Background: an optimization exercise with open tools, aiming at small area, a short achievable clock period and few clock cycles per item. Do not read the settings as production practice.
Where RTL was checked, it was by simulation tests only, not by an equivalence proof against the original.
Power and IR drop assume default switching activity.

// classifier
module classifier
(
   input  logic        clk,
   input  logic        local_rst,
   output logic        addr_valid,
   input  logic        addr_ready,
   output logic [20:0] addr,
   input  logic        din_valid,
   output logic        din_ready,
   input  logic [41:0] din,
   input  logic        stddev_valid,
   output logic        stddev_ready,
   input  logic [15:0] stddev,
   output logic        result_valid,
   input  logic        result_ready,
   output logic        result
);
==> flow/config.mk <==
export PLATFORM = sky130hd
export DESIGN_NAME = classifier
export DESIGN_NICKNAME = classifier
export VERILOG_FILES = /design/flow/design.v
export SDC_FILE = /design/flow/constraint.sdc
export NUM_CORES = 4
export LEC_CHECK = 0
export ABC_AREA = 1
export CAP_MARGIN = 20
export CORE_MARGIN = 2
export CORE_UTILIZATION = 40
export SLEW_MARGIN = 20
==> flow/constraint.sdc <==
create_clock -name core_clock -period 9.0 [get_ports {clk}]
set_input_delay 1.8000 -clock core_clock [delete_from_list [all_inputs] [get_ports {clk}]]
set_output_delay 1.8000 -clock core_clock [all_outputs]
set_load 0.01 [all_outputs]
standard.sh (not shown) runs the stock make flow with config.mk's settings and CLKGATE_MAP_FILE= SYNTH_SCRIPT=/design/flow/synth_recipe.tcl, a recipe that flattens the netlist after the stock synthesis.
==> flow/flow/run.sh <==
#!/bin/bash
# Standard layout, with the smallest buffer on the ports.
set -euo pipefail
export BUFFER_PORTS_ARGS="-buffer_cell sky130_fd_sc_hd__buf_1"
bash standard.sh finish > standard_finish.log 2>&1
The baseline ran to the end with no violations.
Rerun with:
--- a/flow/config.mk
+++ b/flow/config.mk
@@ -11,2 +11,3 @@
 export CORE_UTILIZATION = 40
+export SETUP_SLACK_MARGIN = 5
 export SLEW_MARGIN = 20
Outcome:
- combinational power went up by a few percent
- power went up slightly
- final cell count went up slightly
- routed wire length went up slightly
- worst setup slack improved by 180 ps
- via count went up slightly
- sequential power is about the same
- area after synthesis stays the same
Rerun with:
--- a/flow/config.mk
+++ b/flow/config.mk
@@ -11,3 +11,3 @@
 export CORE_UTILIZATION = 40
-export SETUP_SLACK_MARGIN = 5
+export CTS_BUF_LIST = sky130_fd_sc_hd__clkbuf_4 sky130_fd_sc_hd__clkbuf_8
 export SLEW_MARGIN = 20
After rerunning: The changed run ran to the end with no violations. Synthesized cell count is unchanged. Design area goes down by 3.0%. Power goes down by about 7%. Routed wire length goes down by 1.0%. Hold slack improves by 7.3 ps. First-iteration DRC count goes up by 9.3%. Sequential share of layout area goes up by 0.77 points. Cell count goes down by about 0.6%.
Function was not checked in any run of this note: the RTL went through the layout flow alone.

---

## the reference run
Another version of the RTL of classifier (not shown whole).
For scale: ~920 cells after synthesis, ~0.0068 mm2 of cells after synthesis.
Settings: LEC_CHECK=0, ABC_AREA=1, CAP_MARGIN=20, CORE_MARGIN=2, CORE_UTILIZATION=40, SETUP_SLACK_MARGIN=3, SLEW_MARGIN=20; clock period 9.0 ns.
run.sh (not shown) runs the stock make flow with config.mk's settings and CLKGATE_MAP_FILE= SYNTH_SCRIPT=/design/flow/synth_recipe.tcl, a recipe that flattens the netlist after the stock synthesis.
Stock flow here: none of the scripts above is used.
The reference run did not stop at any stage, and its layout met the timing, DRC and antenna checks.
What the trial run does differently from the reference run at the input level:
- SETUP_SLACK_MARGIN: 3 -> unset
==> run summary <==
Final cycle utilization of the critical path: the trial run vs the reference run up 2.4 points. Re synthesized cell count: no difference whatsoever between the trial run and the reference run. In terms of area of all placed cells without fillers, the reference run and the trial run differ only marginally. Cmp the trial run vs the reference run: combinational-cell power consumption lower in the trial run. ~same routed wire length in the reference run and the trial run.
No run of this note included a check of the RTL's function; only the layout flow was run.

---

== run 1 ==
classifier, a different RTL version from the one above (not shown whole).
Size: ~56 flip-flops, ~90 I/O pins, about 5500 um^2 of cells after synthesis.
==> flow/design.v (excerpt) <==
module classifier
(
   input  logic        clk,
   input  logic        local_rst,
   output logic        addr_valid,
   input  logic        addr_ready,
   output logic [20:0] addr,
   input  logic        din_valid,
   output logic        din_ready,
   input  logic [41:0] din,
   input  logic        stddev_valid,
   output logic        stddev_ready,
   input  logic [15:0] stddev,
   output logic        result_valid,
   input  logic        result_ready,
   output logic        result
);
   logic [5:0]  ic;
   logic [5:0]  dc;
   logic [20:0] s;
   logic [20:0] c;
   logic        xa;
   logic        xb;
   logic        sd_seen;
   logic        clear;
   logic [20:0] acc;
   logic        x_new;
   logic        pass0;
   logic        pass1;
   logic        pass2;
   logic        at8;
   logic        at20;
   logic        at32;
   logic        ic_stop;
   localparam logic [31:0] ADDR_B0 = 32'h00000000;
   localparam logic [31:0] ADDR_B1 = 32'h00000000;
   localparam logic [31:0] ADDR_B2 = 32'h00060000;
   localparam logic [31:0] ADDR_B3 = 32'h00070000;
   localparam logic [31:0] ADDR_B4 = 32'h00080000;
   localparam logic [31:0] ADDR_B5 = 32'h00030000;
   localparam logic [31:0] ADDR_B6 = 32'h000c0000;
   localparam logic [31:0] ADDR_B7 = 32'h00000000;
   localparam logic [31:0] ADDR_B8 = 32'hac905300;
   localparam logic [31:0] ADDR_B9 = 32'hff16acac;
   localparam logic [31:0] ADDR_B10 = 32'hca18caca;
   localparam logic [31:0] ADDR_B11 = 32'h0cd00300;
   localparam logic [31:0] ADDR_B12 = 32'h0fec0c0c;
  ...
clock: 9.0 ns
lec_check: 0
abc_area: 1
cap_margin: 20
core_margin: 2
core_utilization: 40
slew_margin: 20
Run 1: flow completed, timing, DRC and antenna clean
Testbench counts of run 1, summed over its fixed seeds: cycles 82,658, windows 4,800.
Edits applied to the flow inputs when going from run 1 to run 2:
==> flow/flow/run.sh (new file) <==
#!/bin/bash
# Standard layout, with the smallest buffer on the ports.
set -euo pipefail
export BUFFER_PORTS_ARGS="-buffer_cell sky130_fd_sc_hd__buf_1"
bash standard.sh finish > standard_finish.log 2>&1
==> flow/standard.sh (new file) <==
#!/bin/bash
# synth_recipe.tcl (not shown) runs the flow's synth.tcl, then flattens the netlist and writes it again
# the make line also repeats each setting of config.mk as NAME=value (left out here)
make -C /OpenROAD-flow-scripts/flow DESIGN_CONFIG=/design/flow/config.mk WORK_HOME=/design/flow/orfs CLKGATE_MAP_FILE= SYNTH_SCRIPT=/design/flow/synth_recipe.tcl "${@:-finish}"
removed: flow/run.sh
### Flow results
Final critical-path share of the clock period sits lower in run 2 than in run 1.
Diff run 2 and run 1: worst relative slew slack lower in run 1
The layout overhead on the synthesized area in run 2 sits 11 points below the value recorded for run 1.
### run 2 -> run 3
# run 2
export LEC_CHECK = 0
export ABC_AREA = 1
export CAP_MARGIN = 20
export CORE_MARGIN = 2
export CORE_UTILIZATION = 40
export SLEW_MARGIN = 20
create_clock -name core_clock -period 9.0 [get_ports {clk}]
# run 3
export LEC_CHECK = 0
export ABC_AREA = 1
export CAP_MARGIN = 20
export CORE_MARGIN = 2
export CORE_UTILIZATION = 40
export SETUP_SLACK_MARGIN = 5
export SLEW_MARGIN = 20
create_clock -name core_clock -period 9.0 [get_ports {clk}]
### Flow results
- Run 3 -> run 2: number of antenna-violating nets in the routed design flat
- Diff run 3 and run 2: largest incremental delay on the critical path lower in run 3
- Against run 2 as the reference, run 3 delivers a higher total power.
- Sequential share of layout area, run 3 and run 2: lower on run 3
- Run 2 -> run 3: total of fill cells in the finished design decreased by a few percent

separate check: timing with driven ports:
The flow's constraints put no driver on any port. The routed layouts listed below were extracted and timed again, unchanged, in two steps.
Step 1, drivers: a clkbuf_16 drives clk and a buf_2 each remaining input, both assumed.
Step 2 moves the port delays by t, midway between the first and last clock arrival at a register: inputs arrive t later, outputs are due t later. That takes back most of the time a late clock gives input paths.
Slacks: ideal ports / drivers / drivers and shift; pairs: ideal ports / drivers.
run	t, ns	setup slack, ns	worst setup path after step 2	worst register clock-pin slew, ns	cell pins on the clock port's net
the first run of note 1	0.329	4.887 / 4.849 / 5.092	input to register	0.07 / 0.07	1
the second run of note 1	0.328	5.067 / 5.030 / 5.096	input to register	0.07 / 0.07	1
the third run of note 1	0.343	4.845 / 4.810 / 5.104	input to register	0.10 / 0.10	1
the reference run	0.379	3.248 / 3.244 / 2.865	input to register	0.06 / 0.06	1
the trial run	0.377	3.035 / 3.041 / 2.664	input to register	0.06 / 0.06	1
run 1	0.336	4.540 / 4.499 / 4.775	input to register	0.08 / 0.08	1
run 2	0.349	4.822 / 4.780 / 5.078	register to register	0.07 / 0.07	1
run 3	0.347	4.964 / 4.923 / 5.079	input to register	0.08 / 0.08	1
After both steps every run listed still meets setup and hold. For the reference run, which loses most, drivers alone change the setup slack by -0.004 ns; drivers and shift together by -0.383 ns.
